This is an optimization exercise on Yosys and OpenROAD, whose aim is small area, not a production implementation. In this exercise RTL edits were held to simulation tests only and were not proved equivalent to the original. No activity file was given, so power comes from the tool's default toggle rates. The clock port is modelled as an ideal driver; clocking choices that lean on that would not hold on a real chip.

// output_gather
module output_gather
#(
  parameter int N      = tpu_pkg::TPU_N,
  parameter int DATA_W = tpu_pkg::TPU_DATA_W
) (
  input  logic                  clk,
  input  logic                  reset,
  input  logic                  clear,
  input  logic [N-1:0]          lane_valid,
  input  logic [N*DATA_W-1:0]   lane_data,
  output logic                  in_ready,
  output logic                  mat_valid,
  input  logic                  mat_ready,
  output logic [N*N*DATA_W-1:0] c_mat,
  output logic                  err
);
Size: roughly 1,200 cells after synthesis, about 1,100 flip-flops.
==> flow/config.mk <==
export PLATFORM = sky130hd
export DESIGN_NAME = output_gather
export DESIGN_NICKNAME = output_gather
export VERILOG_FILES = /design/flow/design.v
export SDC_FILE = /design/flow/constraint.sdc
export NUM_CORES = 4
export LEC_CHECK = 0
export CAP_MARGIN = 20
export CORE_AREA = 10 10 270 270
export DIE_AREA = 0 0 280 280
export PLACE_DENSITY = 0.7
export SLEW_MARGIN = 20
==> flow/constraint.sdc <==
create_clock -name core_clock -period 5.0 [get_ports {clk}]
set_input_delay 1.0000 -clock core_clock [delete_from_list [all_inputs] [get_ports {clk}]]
set_output_delay 1.0000 -clock core_clock [all_outputs]
set_load 0.01 [all_outputs]
standard.sh (not shown) runs the stock make flow with config.mk's settings and CLKGATE_MAP_FILE= SYNTH_SCRIPT=/design/flow/synth_recipe.tcl, a recipe that flattens the netlist after the stock synthesis.
==> flow/flow/run.sh <==
#!/bin/bash
# Standard ORFS layout, with the smallest buffer on the ports and no CTS dummy loads.
set -euo pipefail
export BUFFER_PORTS_ARGS="-buffer_cell sky130_fd_sc_hd__buf_1"
export CTS_ARGS="-sink_clustering_enable -repair_clock_nets -dont_use_dummy_load -buf_list sky130_fd_sc_hd__clkbuf_16 -sink_clustering_size 30 -sink_clustering_max_diameter 60"
bash standard.sh > standard.log 2>&1
The starting point died in I/O pin placement (3_2_place_iop).
Edit:
==> flow/flow/run.sh (replaced) <==
#!/bin/bash
# Standard ORFS layout, with the smallest buffer on the ports and no CTS dummy loads.
set -euo pipefail
export BUFFER_PORTS_ARGS="-buffer_cell sky130_fd_sc_hd__buf_1"
export PLACE_PINS_ARGS="-min_distance 1 -min_distance_in_tracks"
export CTS_ARGS="-sink_clustering_enable -repair_clock_nets -dont_use_dummy_load -buf_list sky130_fd_sc_hd__clkbuf_16 -sink_clustering_size 32 -sink_clustering_max_diameter 80"
bash standard.sh > standard.log 2>&1
CORE_AREA = 10 10 310 310   (was 10 10 270 270)
DIE_AREA = 0 0 320 320   (was 0 0 280 280)
PLACE_DENSITY = unset   (was 0.7)
=> Now the flow passed the timing, DRC and antenna checks; synthesized cell count does not change; synthesized area stays the same.
Edit:
==> flow/flow/run.sh (replaced) <==
#!/bin/bash
# Standard ORFS layout, with the smallest buffer on the ports and no CTS dummy loads.
set -euo pipefail
export BUFFER_PORTS_ARGS="-buffer_cell sky130_fd_sc_hd__buf_1"
export CTS_ARGS="-sink_clustering_enable -repair_clock_nets -dont_use_dummy_load"
bash standard.sh > standard.log 2>&1
CORE_AREA = 10 10 410 410   (was 10 10 310 310)
DIE_AREA = 0 0 420 420   (was 0 0 320 320)
What happened:
- final cell count climbs by 27%
- clock skew climbs by 0.031 ns
- via count stays flat
- die area climbs by 72%
- synthesized area stays the same
- worst setup slack gets worse by 0.17 ns
- non-clock buffer count does not change
- global-route usage drops by 5.6 points
- sequential power is about the same
Edit:
==> flow/flow/run.sh (replaced) <==
#!/bin/bash
# Standard ORFS layout, with the smallest buffer on the ports and no CTS dummy loads.
set -euo pipefail
export BUFFER_PORTS_ARGS="-buffer_cell sky130_fd_sc_hd__buf_1"
export PLACE_PINS_ARGS="-min_distance 1 -min_distance_in_tracks"
export CTS_ARGS="-sink_clustering_enable -repair_clock_nets -dont_use_dummy_load -buf_list sky130_fd_sc_hd__clkbuf_16 -sink_clustering_size 30 -sink_clustering_max_diameter 60"
bash standard.sh > standard.log 2>&1
CORE_AREA = 10 10 310 310   (was 10 10 410 410)
DIE_AREA = 0 0 320 320   (was 0 0 420 420)
Outcome:
- The new run completed with no timing, DRC or antenna violations
- clock skew is about the same
- setup slack gains 0.25 ns
- fmax climbs by 9.1%
- power drops by 8.4%
- via count climbs by 1.3%
- cell area drops by 4.5%

---

Setup of JK:
output_gather, a different RTL version from the one above (not shown whole).
For scale: about 1200 cells after synthesis, ~1100 flip-flops, about 1200 I/O pins, ~32000 um2 of cells after synthesis.
==> flow/config.mk <==
export PLATFORM = sky130hd
export DESIGN_NAME = output_gather
export DESIGN_NICKNAME = output_gather
export VERILOG_FILES = /design/flow/design.v
export SDC_FILE = /design/flow/constraint.sdc
export NUM_CORES = 4
export LEC_CHECK = 0
export CAP_MARGIN = 20
export CORE_AREA = 10 10 410 410
export DIE_AREA = 0 0 420 420
export PLACE_DENSITY = 0.9
export SLEW_MARGIN = 20
==> flow/constraint.sdc <==
create_clock -name core_clock -period 5.0 [get_ports {clk}]
set_input_delay 1.0000 -clock core_clock [delete_from_list [all_inputs] [get_ports {clk}]]
set_output_delay 1.0000 -clock core_clock [all_outputs]
set_load 0.01 [all_outputs]
==> flow/flow/run.sh <==
#!/bin/bash
# Standard ORFS layout, with the smallest buffer on the ports and no CTS dummy loads.
set -euo pipefail
export BUFFER_PORTS_ARGS="-buffer_cell sky130_fd_sc_hd__buf_1"
export CTS_ARGS="-sink_clustering_enable -repair_clock_nets -dont_use_dummy_load -buf_list sky130_fd_sc_hd__clkbuf_16 -sink_clustering_size 32 -sink_clustering_max_diameter 60"
bash standard.sh > standard.log 2>&1
The following lists how MS was set up differently from JK:
- a change of CAP_MARGIN from 20 to 10
- a deleted PLACE_DENSITY that had been 0.9
- a change of SLEW_MARGIN from 20 to 10
==> flow/flow/run.sh <==
#!/bin/bash
# Standard ORFS layout, with the smallest buffer on the ports and no CTS dummy loads.
set -euo pipefail
export BUFFER_PORTS_ARGS="-buffer_cell sky130_fd_sc_hd__buf_1"
export CTS_ARGS="-sink_clustering_enable -repair_clock_nets -dont_use_dummy_load -buf_list sky130_fd_sc_hd__clkbuf_16 -sink_clustering_size 28 -sink_clustering_max_diameter 100"
bash standard.sh > standard.log 2>&1
==> results.txt <==
MS ends up with lower utilization than JK does.
Highest clock frequency the design can meet: MS > JK
Relative to JK, proportion of layout cells with a drive suffix above 1 has gone down in MS.
Combinational fraction of design power ends up higher on MS.
Taking JK as the reference point, the first-pass GRT wire length of MS falls by 13%.
Half-perimeter wire length after placement down about 15% in MS wrt JK
Setup changes, MS to AL
==> flow/flow/run.sh <==
#!/bin/bash
# Standard ORFS layout, with the smallest buffer on the ports and no CTS dummy loads.
set -euo pipefail
export BUFFER_PORTS_ARGS="-buffer_cell sky130_fd_sc_hd__buf_1"
export CTS_ARGS="-sink_clustering_enable -repair_clock_nets -dont_use_dummy_load -buf_list sky130_fd_sc_hd__clkbuf_16 -sink_clustering_size 30 -sink_clustering_max_diameter 130"
bash standard.sh > standard.log 2>&1
--- outcome ---
- AL | stages: all done | timing, DRC, antenna: all pass
- Re final critical path time including I/O delays and setup: AL is 0.016 ns down on MS.
- Overall power: AL better than MS
- AL ends up with a clock-buffer cell count that is 7 lower than in MS.
- AL gives more worst hold slack than MS did.
- Between MS and AL, the aggregate routed wire length does not differ in any meaningful way.

---

Setup of lane 3:
The RTL this note starts from:
==> flow/design.v <==
package tpu_pkg;
  localparam int TPU_N      = 8;
  localparam int TPU_DATA_W = 16;
  typedef enum logic {COLLECT, FULL} gather_state_t;
endpackage
module gather_lane
#(
  parameter int N      = tpu_pkg::TPU_N,
  parameter int DATA_W = tpu_pkg::TPU_DATA_W,
  parameter int CW     = $clog2(N + 1)
) (
  input  logic                     clk,
  input  logic                     reset,
  input  logic                     zero,       
  input  logic                     take,       
  input  logic [DATA_W-1:0]        data,
  output logic                     lane_full,  
  output logic                     overrun,
  output logic [N-1:0][DATA_W-1:0] elems
);
  logic [CW-1:0] cnt;
  logic          acc;
  assign acc       = take && !cnt[CW-1];
  assign overrun   = take && cnt[CW-1];
  assign lane_full = cnt[CW-1];
  always_ff @(posedge clk) begin
    if (reset || zero) cnt <= '0;
    else if (acc)      cnt <= cnt + CW'(1);
  end
  always_ff @(posedge clk) begin
    if (acc) elems <= {data, elems[N-1:1]};
  end
endmodule
module output_gather
#(
  parameter int N      = tpu_pkg::TPU_N,
  parameter int DATA_W = tpu_pkg::TPU_DATA_W
) (
  input  logic                  clk,
  input  logic                  reset,
  input  logic                  clear,
  input  logic [N-1:0]          lane_valid,
  input  logic [N*DATA_W-1:0]   lane_data,
  output logic                  in_ready,
  output logic                  mat_valid,
  input  logic                  mat_ready,
  output logic [N*N*DATA_W-1:0] c_mat,
  output logic                  err
);
  logic                             full;    
  logic                             zero;
  logic [N-1:0]                     take;
  logic [N-1:0]                     lane_full_now;
  logic [N-1:0]                     overrun;
  logic [N-1:0][N-1:0][DATA_W-1:0]  lane_elems;
  assign in_ready  = !full;
  assign mat_valid = full;
  assign zero      = clear || (full && mat_ready);
  assign take      = lane_valid & {N{!full && !clear}};
  gather_lane #(.N(N), .DATA_W(DATA_W)) u_lane [N-1:0] (
    .clk       (clk),
    .reset     (reset),
    .zero      (zero),
    .take      (take),
    .data      (lane_data),
    .lane_full (lane_full_now),
    .overrun   (overrun),
    .elems     (lane_elems)
  );
  for (genvar c = 0; c < N; c++) begin : g_col
    for (genvar r = 0; r < N; r++) begin : g_row
      assign c_mat[(r*N+c)*DATA_W +: DATA_W] = lane_elems[c][r];
    end
  end
  assign full = &lane_full_now;
  always_ff @(posedge clk) begin
    if (reset) err <= 1'b0;
    else if (!clear && ((|overrun) || ((|lane_valid) && full)))
      err <= 1'b1;
  end
endmodule
Settings: LEC_CHECK=0, CAP_MARGIN=20, CORE_AREA=10 10 410 410, DIE_AREA=0 0 420 420, SLEW_MARGIN=20; clock period 5.0 ns.
==> flow/flow/run.sh <==
#!/bin/bash
# Standard ORFS layout, with the smallest buffer on the ports and no CTS dummy loads.
set -euo pipefail
export BUFFER_PORTS_ARGS="-buffer_cell sky130_fd_sc_hd__buf_1"
export CTS_ARGS="-sink_clustering_enable -repair_clock_nets -dont_use_dummy_load -buf_list sky130_fd_sc_hd__clkbuf_16 -sink_clustering_size 32 -sink_clustering_max_diameter 100 -sink_clustering_levels 2"
bash standard.sh > standard.log 2>&1
In summary, lane 3 completed successfully, with a layout that passed the timing, DRC and antenna checks.
What lane 1 does differently from lane 3 at the input level:
==> flow/flow/run.sh <==
#!/bin/bash
# Standard ORFS layout, with the smallest buffer on the ports and no CTS dummy loads.
set -euo pipefail
export BUFFER_PORTS_ARGS="-buffer_cell sky130_fd_sc_hd__buf_1"
export CTS_ARGS="-sink_clustering_enable -repair_clock_nets -dont_use_dummy_load -buf_list sky130_fd_sc_hd__clkbuf_16 -sink_clustering_size 32 -sink_clustering_max_diameter 60"
bash standard.sh > standard.log 2>&1
-- flow/config.mk --
<<< lane 3, line 10
export DIE_AREA = 0 0 420 420
export SLEW_MARGIN = 20
>>> lane 1, line 10
export DIE_AREA = 0 0 420 420
export PLACE_DENSITY = 0.8
export SLEW_MARGIN = 20
Results
- Summary of lane 1 over lane 3: global-route usage over all layers rose 2.0 points; tightest hold margin about even.
- Comparing lane 1 against lane 3, there is no change at all in synthesized area per cell.
- Sort lane 1 and lane 3 by actual transition at the worst max-transition pin asc -> top: lane 3

separate check: timing with driven ports:
No port has a modelled driver above. Below, the same layouts with a new extraction and two added sets of constraints. Step 1: set_driving_cell puts a clkbuf_16 on clk and a buf_2 on each other input, an assumption about the parent block. Step 2, shift: input delay + t, output delay - t, t = (earliest + latest rising clock arrival at the registers) / 2. This alone moves slack from input paths to output paths. Slacks: no drivers / after step 1 / after step 2; pairs: no drivers / after step 1.
run | t, ns | setup WS [ns] | latest minus earliest clock arrival (ns)
the second run of note 1 | 0.645 | 2.215 / 2.202 / 1.557 | 0.063 / 0.063
the third run of note 1 | 0.775 | 2.041 / 1.966 / 1.545 | 0.082 / 0.083
the fourth run of note 1 | 0.676 | 2.287 / 2.275 / 1.599 | 0.112 / 0.112
JK | 0.720 | 1.640 / 1.570 / 1.691 | 0.146 / 0.146
MS | 0.700 | 2.066 / 1.984 / 1.640 | 0.093 / 0.093
AL | 0.696 | 2.082 / 1.999 / 1.654 | 0.064 / 0.064
lane 3 | 0.691 | 2.060 / 1.973 / 1.822 | 0.106 / 0.106
lane 1 | 0.729 | 1.902 / 1.829 / 1.744 | 0.143 / 0.143
After both steps every run listed still meets setup and hold. The setup slack of the fourth run of note 1, which loses most, moves by -0.012 ns with the drivers and by -0.688 ns with both steps.
